Background: an optimization exercise with open tools, aiming at a short achievable clock period and few clock cycles. Do not read the settings as production practice.
Where RTL was checked, it was by simulation tests only, not by an equivalence proof against the original.
Power and IR drop assume default switching activity.

==> 05-07: inputs <==
// srt_div_top
module srt_div_top #(
	parameter int DATA_WIDTH = 16,
	parameter int FIFO_DEPTH = 4
) (
	input logic clk,
	input logic arst_n,
	input logic psel,
	input logic penable,
	input logic pwrite,
	input logic [7:0] paddr,
	input logic [srt_pkg::APB_DATA_W-1:0] pwdata,
	output logic [srt_pkg::APB_DATA_W-1:0] prdata,
	output logic pready,
	output logic pslverr
);
export LEC_CHECK = 0
export ABC_CLOCK_PERIOD_IN_PS = 2500
export CAP_MARGIN = 20
export CORE_MARGIN = 2
export CORE_UTILIZATION = 45
export PLACE_DENSITY = 0.6
export SETUP_SLACK_MARGIN = 5
export SLEW_MARGIN = 20
create_clock -name core_clock -period 10.0 [get_ports {clk}]
standard.sh (not shown) runs the stock make flow with config.mk's settings and CLKGATE_MAP_FILE= SYNTH_SCRIPT=/design/flow/synth_recipe.tcl, a recipe that flattens the netlist after the stock synthesis.
==> flow/flow/run.sh <==
#!/bin/bash
bash standard.sh SETUP_SLACK_MARGIN=7 MATCH_CELL_FOOTPRINT=0 finish > standard.log 2>&1
==> 04-15: changes against 05-07 <==
==> flow/design.v (replaced) <==
`default_nettype none
package srt_pkg;
	parameter int APB_DATA_W = 32;	 
	parameter int EST_W = 5;	 
	typedef enum logic [2:0] {
		QD_ZERO = 3'b000,
		QD_POS1 = 3'b001,
		QD_POS2 = 3'b010,
		QD_NEG2 = 3'b110,
		QD_NEG1 = 3'b111
	} qdigit_e;
	typedef enum logic [7:0] {
		ADDR_DIVIDEND = 8'h00,
		ADDR_DIVISOR = 8'h04,	 
		ADDR_STATUS = 8'h08,
		ADDR_RESULT = 8'h0C	 
	} reg_addr_e;
endpackage
`default_nettype wire
`timescale 1ns/10ps
`default_nettype none
module srt_stage #(
	parameter int B = 4,
	parameter int W = 4
) (
	input logic [15:0] in_rem,
	input logic [B-1:0] in_bits,		 
	input logic [15:0] in_fits,		 
	input logic [15:0][19:0] in_mul,	 
	output logic [15:0] out_rem,
	output logic [B-1:0] out_q
);
	localparam int N = 2 ** B;
	logic [W-1:0] r;
	logic [N-1:0] ge;			 
	logic [N-1:0][W-1:0] t;
	if (W == B) begin : g_first
		assign r = in_bits;
	end else begin : g_rest
		assign r = {in_rem[W-B-1:0], in_bits};
	end
	assign ge[0] = 1'b1;
	assign t[0] = r;
	for (genvar k = 1; k < N; k++) begin : g_k
		assign ge[k] = in_fits[k] && (r >= in_mul[k][W-1:0]);
		assign t[k] = r - in_mul[k][W-1:0];
	end
	for (genvar l = 0; l <= B; l++) begin : g_lvl
		logic [(N >> l)*W-1:0] vr;	 
		logic [(N >> l)*B-1:0] vq;
		if (l == 0) begin : g_leaf
			for (genvar k = 0; k < N; k++) begin : g_k
				assign vr[W*k +: W] = t[k];
				assign vq[B*k +: B] = B'(k);
			end
		end else begin : g_mux
			for (genvar i = 0; i < (N >> l); i++) begin : g_i
				localparam int SI = (2 * i + 1) * (2 ** (l - 1));	 
				assign vr[W*i +: W] = ge[SI] ? g_lvl[l-1].vr[W*(2*i+1) +: W] : g_lvl[l-1].vr[W*2*i +: W];
				assign vq[B*i +: B] = ge[SI] ? g_lvl[l-1].vq[B*(2*i+1) +: B] : g_lvl[l-1].vq[B*2*i +: B];
			end
		end
	end
	always_comb begin
		out_rem = '0;
		out_rem[W-1:0] = g_lvl[B].vr[W-1:0];
	end
	assign out_q = g_lvl[B].vq[B-1:0];
endmodule
`default_nettype wire
`timescale 1ns/10ps
`default_nettype none
import srt_pkg::*;
module srt_apb_regs #(
	parameter int FIFO_DEPTH = 4
) (
	input logic clk,
	input logic arst_n,
	input logic psel,
	input logic penable,
	input logic pwrite,
	input logic [7:0] paddr,
	input logic [srt_pkg::APB_DATA_W-1:0] pwdata,
	output logic [srt_pkg::APB_DATA_W-1:0] prdata,
	output logic pready,
	output logic pslverr,
	output logic launch,
	output logic [15:0] dividend,
	input logic res_valid,
	input logic [32:0] res
);
	localparam int CNT_W = $clog2(FIFO_DEPTH + 1);
	localparam int PTR_W = $clog2(FIFO_DEPTH);
	logic setup;
	logic a_dvd_wr;		 
	logic a_dvs_wr;		 
	logic a_res_rd;		 
	logic full;		 
	logic pop;
	logic [CNT_W-1:0] outst;
	logic [CNT_W-1:0] count;
	logic [CNT_W-1:0] count_nx;
	logic [PTR_W-1:0] wr_ptr;
	logic [PTR_W-1:0] rd_ptr;
	logic [32:0] mem [FIFO_DEPTH];
	logic [32:0] head_nx;
	logic empty_nx;
	logic [31:0] prdata_nx;
	logic pslverr_nx;
	assign setup = psel & ~penable;
	always_ff @(posedge clk or negedge arst_n) begin
		if (!arst_n) begin
			a_dvd_wr <= 1'b0;
			a_dvs_wr <= 1'b0;
			a_res_rd <= 1'b0;
		end else begin
			a_dvd_wr <= setup & pwrite & (paddr == ADDR_DIVIDEND);
			a_dvs_wr <= setup & pwrite & (paddr == ADDR_DIVISOR);
			a_res_rd <= setup & ~pwrite & (paddr == ADDR_RESULT);
		end
	end
	assign launch = a_dvs_wr & ~full;
	assign pop = a_res_rd & (count != '0);
	assign pready = 1'b1;
	assign count_nx = count + CNT_W'(res_valid) - CNT_W'(pop);
	always_ff @(posedge clk) begin
		if (a_dvd_wr)
			dividend <= pwdata[15:0];
		if (res_valid)
			mem[wr_ptr] <= res;
	end
	always_ff @(posedge clk or negedge arst_n) begin
		if (!arst_n) begin
			outst <= '0;
			full <= 1'b0;
			count <= '0;
			wr_ptr <= '0;
			rd_ptr <= '0;
		end else begin
			outst <= outst + CNT_W'(launch) - CNT_W'(pop);
			full <= (outst + CNT_W'(launch) - CNT_W'(pop)) == CNT_W'(FIFO_DEPTH);
			count <= count_nx;
			if (res_valid)
				wr_ptr <= (wr_ptr == PTR_W'(FIFO_DEPTH - 1)) ? '0 : wr_ptr + 1'b1;
			if (pop)
				rd_ptr <= (rd_ptr == PTR_W'(FIFO_DEPTH - 1)) ? '0 : rd_ptr + 1'b1;
		end
	end
	assign head_nx = (count == '0) ? res : mem[rd_ptr];
	assign empty_nx = (count == '0) & ~res_valid;
	always_comb begin
		prdata_nx = '0;
		case (paddr)
			ADDR_DIVIDEND: prdata_nx = {16'b0, dividend};
			ADDR_STATUS: prdata_nx = {24'b0, 4'(count + CNT_W'(res_valid)), 2'b0, head_nx[32] & ~empty_nx, ~empty_nx};
			ADDR_RESULT: if (!empty_nx) prdata_nx = head_nx[31:0];
			default: prdata_nx = '0;
		endcase
		if (pwrite)
			prdata_nx = '0;
	end
	assign pslverr_nx = pwrite ? ((paddr == ADDR_DIVISOR) & full)
	                           : ((paddr == ADDR_RESULT) & empty_nx);
	always_ff @(posedge clk or negedge arst_n) begin
		if (!arst_n) begin
			prdata <= '0;
			pslverr <= 1'b0;
		end else begin
			prdata <= prdata_nx;
			pslverr <= pslverr_nx;
		end
	end
endmodule
`default_nettype wire
`timescale 1ns/10ps
`default_nettype none
import srt_pkg::*;
module srt_div_top #(
	parameter int DATA_WIDTH = 16,
	parameter int FIFO_DEPTH = 4
) (
	input logic clk,
	input logic arst_n,
	input logic psel,
	input logic penable,
	input logic pwrite,
	input logic [7:0] paddr,
	input logic [srt_pkg::APB_DATA_W-1:0] pwdata,
	output logic [srt_pkg::APB_DATA_W-1:0] prdata,
	output logic pready,
	output logic pslverr
);
	logic launch;
	logic [15:0] dividend;
	logic res_valid;
	logic [32:0] res;		 
	srt_apb_regs #(.FIFO_DEPTH(FIFO_DEPTH)) u_apb_regs (
		.clk(clk), .arst_n(arst_n),
		.psel(psel), .penable(penable), .pwrite(pwrite), .paddr(paddr),
		.pwdata(pwdata), .prdata(prdata), .pready(pready), .pslverr(pslverr),
		.launch(launch), .dividend(dividend),
		.res_valid(res_valid), .res(res)
	);
	logic [15:0] p1_d;
	logic [15:0] p1_a;
	logic [15:0][19:0] p1_mul;
	logic [15:0][19:0] mul_in;
	logic [19:0] d;
	assign d = {4'b0, pwdata[15:0]};
	assign mul_in[0] = '0;
	assign mul_in[1] = d;
	assign mul_in[2] = d << 1;
	assign mul_in[3] = (d << 1) + d;
	assign mul_in[4] = d << 2;
	assign mul_in[5] = (d << 2) + d;
	assign mul_in[6] = (d << 2) + (d << 1);
	assign mul_in[7] = (d << 3) - d;
	assign mul_in[8] = d << 3;
	assign mul_in[9] = (d << 3) + d;
	assign mul_in[10] = (d << 3) + (d << 1);
	assign mul_in[11] = '0;	 
	assign mul_in[12] = (d << 3) + (d << 2);
	assign mul_in[13] = '0;	 
	assign mul_in[14] = (d << 4) - (d << 1);
	assign mul_in[15] = (d << 4) - d;
	localparam int NSTEP = 4;
	localparam logic [31:0] CFG_B = 32'h0000_4444;
	localparam logic [7:0] CFG_REG = 8'b0000_1110;
	function automatic int step_b(input int s);
		step_b = int'(CFG_B[4*(s-1) +: 4]);
	endfunction
	function automatic int step_w(input int s);	 
		step_w = 0;
		for (int i = 1; i <= s; i++)
			step_w += step_b(i);
	endfunction
	function automatic bit reg_before(input int s);
		reg_before = CFG_REG[s-1];
	endfunction
	function automatic int count_regs();
		count_regs = 0;
		for (int i = 1; i <= NSTEP; i++)
			count_regs += int'(reg_before(i));
	endfunction
	localparam int NREG = count_regs();
	logic [NSTEP:1][15:0] fits_in;
	for (genvar s = 1; s <= NSTEP; s++) begin : g_fits
		for (genvar k = 0; k < 16; k++) begin : g_k
			if (k == 0 || (step_w(s) >= 16 && k == 1)) begin : g_all
				assign fits_in[s][k] = 1'b1;
			end else begin : g_cmp
				assign fits_in[s][k] = (p1_d <= 16'((2 ** step_w(s) - 1) / k));
			end
		end
	end
	always_ff @(posedge clk) begin
		p1_d <= pwdata[15:0];
		p1_a <= dividend;
		p1_mul <= mul_in;
	end
	for (genvar s = 1; s <= NSTEP; s++) begin : g_step
		localparam int B = step_b(s);
		localparam int W = step_w(s);
		logic [15:0] i_rem, i_q, i_a;
		logic [NSTEP*16-1:0] i_fits;
		logic [319:0] i_mul;	 
		logic i_dbz;
		logic [15:0] o_rem, o_q, o_a;
		logic [B-1:0] qd;
		if (s == 1) begin : g_src
			assign i_rem = '0;
			assign i_q = '0;
			assign i_a = p1_a;
			assign i_fits = fits_in;
			always_comb begin
				i_mul = p1_mul;
				i_mul[20*11 +: 20] = p1_mul[8] + p1_mul[3];
				i_mul[20*13 +: 20] = p1_mul[8] + p1_mul[5];
			end
			assign i_dbz = (p1_d == '0);
		end else if (reg_before(s)) begin : g_reg
			always_ff @(posedge clk) begin
				i_rem <= g_step[s-1].o_rem;
				i_q <= g_step[s-1].o_q;
				i_a <= g_step[s-1].o_a;
				i_fits <= g_step[s-1].i_fits;
				i_mul <= g_step[s-1].i_mul;
				i_dbz <= g_step[s-1].i_dbz;
			end
		end else begin : g_wire
			assign i_rem = g_step[s-1].o_rem;
			assign i_q = g_step[s-1].o_q;
			assign i_a = g_step[s-1].o_a;
			assign i_fits = g_step[s-1].i_fits;
			assign i_mul = g_step[s-1].i_mul;
			assign i_dbz = g_step[s-1].i_dbz;
		end
		srt_stage #(.B(B), .W(W)) u_stage (
			.in_rem(i_rem), .in_bits(i_a[15 -: B]),
			.in_fits(i_fits[16*s-1 -: 16]), .in_mul(i_mul),
			.out_rem(o_rem), .out_q(qd)
		);
		assign o_q = {i_q[15-B:0], qd};
		assign o_a = {i_a[15-B:0], B'(0)};
	end
	logic [NREG:1] v;
	always_ff @(posedge clk or negedge arst_n) begin
		if (!arst_n)
			v <= '0;
		else
			v <= {v[NREG-1:1], launch};
	end
	assign res_valid = v[NREG];
	assign res = {g_step[NSTEP].i_dbz, g_step[NSTEP].o_rem, g_step[NSTEP].o_q};
endmodule
`default_nettype wire
==> flow/flow/run.sh (replaced) <==
#!/bin/bash
bash standard.sh SETUP_SLACK_MARGIN=${MARGIN:-7} finish > standard.log 2>&1
==> flow/config.mk (replaced) <==
export PLATFORM = sky130hd
export DESIGN_NAME = srt_div_top
export DESIGN_NICKNAME = srt_div_top
export VERILOG_FILES = /design/flow/design.v
export SDC_FILE = /design/flow/constraint.sdc
export NUM_CORES = 4
export LEC_CHECK = 0
export ABC_CLOCK_PERIOD_IN_PS = 2500
export CAP_MARGIN = 20
export CORE_MARGIN = 2
export CORE_UTILIZATION = 55
export PLACE_DENSITY = 0.72
export SETUP_SLACK_MARGIN = 5
export SLEW_MARGIN = 20
==> 05-08: changes against 05-07 <==
==> flow/flow/run.sh (replaced) <==
#!/bin/bash
bash standard.sh SETUP_SLACK_MARGIN=${MARGIN:-7} finish > standard.log 2>&1
==> flow/config.mk (replaced) <==
export PLATFORM = sky130hd
export DESIGN_NAME = srt_div_top
export DESIGN_NICKNAME = srt_div_top
export VERILOG_FILES = /design/flow/design.v
export SDC_FILE = /design/flow/constraint.sdc
export NUM_CORES = 4
export LEC_CHECK = 0
export ABC_CLOCK_PERIOD_IN_PS = 2500
export CAP_MARGIN = 20
export CORE_MARGIN = 2
export CORE_UTILIZATION = 40
export PLACE_DENSITY = 0.5
export SETUP_SLACK_MARGIN = 5
export SLEW_MARGIN = 20
==> flow_metrics.py <==
metrics = {
    "sta": {
        "hold_slack_ps": 307.9,
    },
    "setup_path": {
        "cp_slowest_cell": "a2111o_1",
        "worstPathMaxFanout": 4,
    },
    "routing": {
        "wirelength_met1_mm": 90.55,
        "route.met3.wl_mm": 13.22,
    },
    "yosys": {
        "synth.distinct_cells": 106,
    },
    "pwr": {
        "p_clk_share_pct": 30.6,
    },
    "floorplanning": {
        "core_um2": 124100,
    },
    "status": {
        "outcome": "no timing/DRC/antenna violations",
    },
    "final_layout": {
        "n_all_inverters": 442,
    },
}
-- figures above: 05-08

==> flow_metrics.py <==
metrics = {
    "final_layout": {
        "n_all_inverters": 442,
        "n_clock_buffer": 116,
    },
    "floorplanning": {
        "start_util_pct": 45.34,
        "core_um2": 110700,
    },
    "routing": {
        "wirelength_met1_mm": 82.60,
        "drc": 0,
        "route.met3.wl_mm": 14.92,
    },
    "yosys": {
        "synth.distinct_cells": 106,
    },
    "setup_path": {
        "worstPathMaxFanout": 6,
    },
    "pwr": {
        "comb-power_mw": 3.74,
    },
    "cts": {
        "clk_path_buf_depth": 3,
    },
    "sta": {
        "hold_slack_ps": 306.0,
    },
    "global_route": {
        "grtUsageMet1_pct": 44.41,
    },
    "status": {
        "outcome": "no timing/DRC/antenna violations",
    },
}
-- figures above: 05-07

==> flow_metrics.py <==
metrics = {
    "setup_path": {
        "worstPathMaxFanout": 8,
        "cp_slowest_cell": "or3_4",
    },
    "yosys": {
        "synth.distinct_cells": 109,
        "netlist_instances": 5673,
        "async_flop_share_pct": 6.297,
    },
    "floorplanning": {
        "core_um2": 93190,
    },
    "routing": {
        "route.met3.wl_mm": 25.50,
        "wirelength_met1_mm": 82.06,
    },
    "final_layout": {
        "n_all_inverters": 447,
        "diodes": 10,
    },
    "sta": {
        "hold_slack_ps": 304.8,
    },
    "pwr": {
        "p_clk_share_pct": 27.4,
    },
    "status": {
        "outcome": "no timing/DRC/antenna violations",
    },
}
-- figures above: 04-15

Testbench counts of 05-07, summed over its fixed seeds: cycles 19,200.
Testbench counts of 05-08, summed over its fixed seeds: cycles 19,200.
No functional check of the RTL was part of 04-15.

[port drivers added, routing unchanged]
The flow's constraints put no driver on any port. The routed layouts listed below were extracted and timed again, unchanged, in two steps. Step 1 sets driving cells, clkbuf_16 on the clock port and buf_2 on the other inputs (assumed; they add their load-dependent delay and slew). Step 2 moves the port delays by t, midway between the first and last clock arrival at a register: inputs arrive t later, outputs are due t later. That takes back most of the time a late clock gives input paths. a / b / c = no drivers / after step 1 / after step 2; a / b = the first two.
run	shift t [ns]	setup WS [ns]	latest minus earliest clock arrival (ns)
05-07	0.718	6.642 / 6.642 / 6.170	0.053 / 0.053
04-15	0.750	6.120 / 6.120 / 5.589	0.051 / 0.051
05-08	0.744	6.608 / 6.608 / 6.257	0.041 / 0.040
After both steps every run listed still meets setup and hold. For 04-15, which loses most, drivers alone change the setup slack by 0.000 ns; drivers and shift together by -0.531 ns.
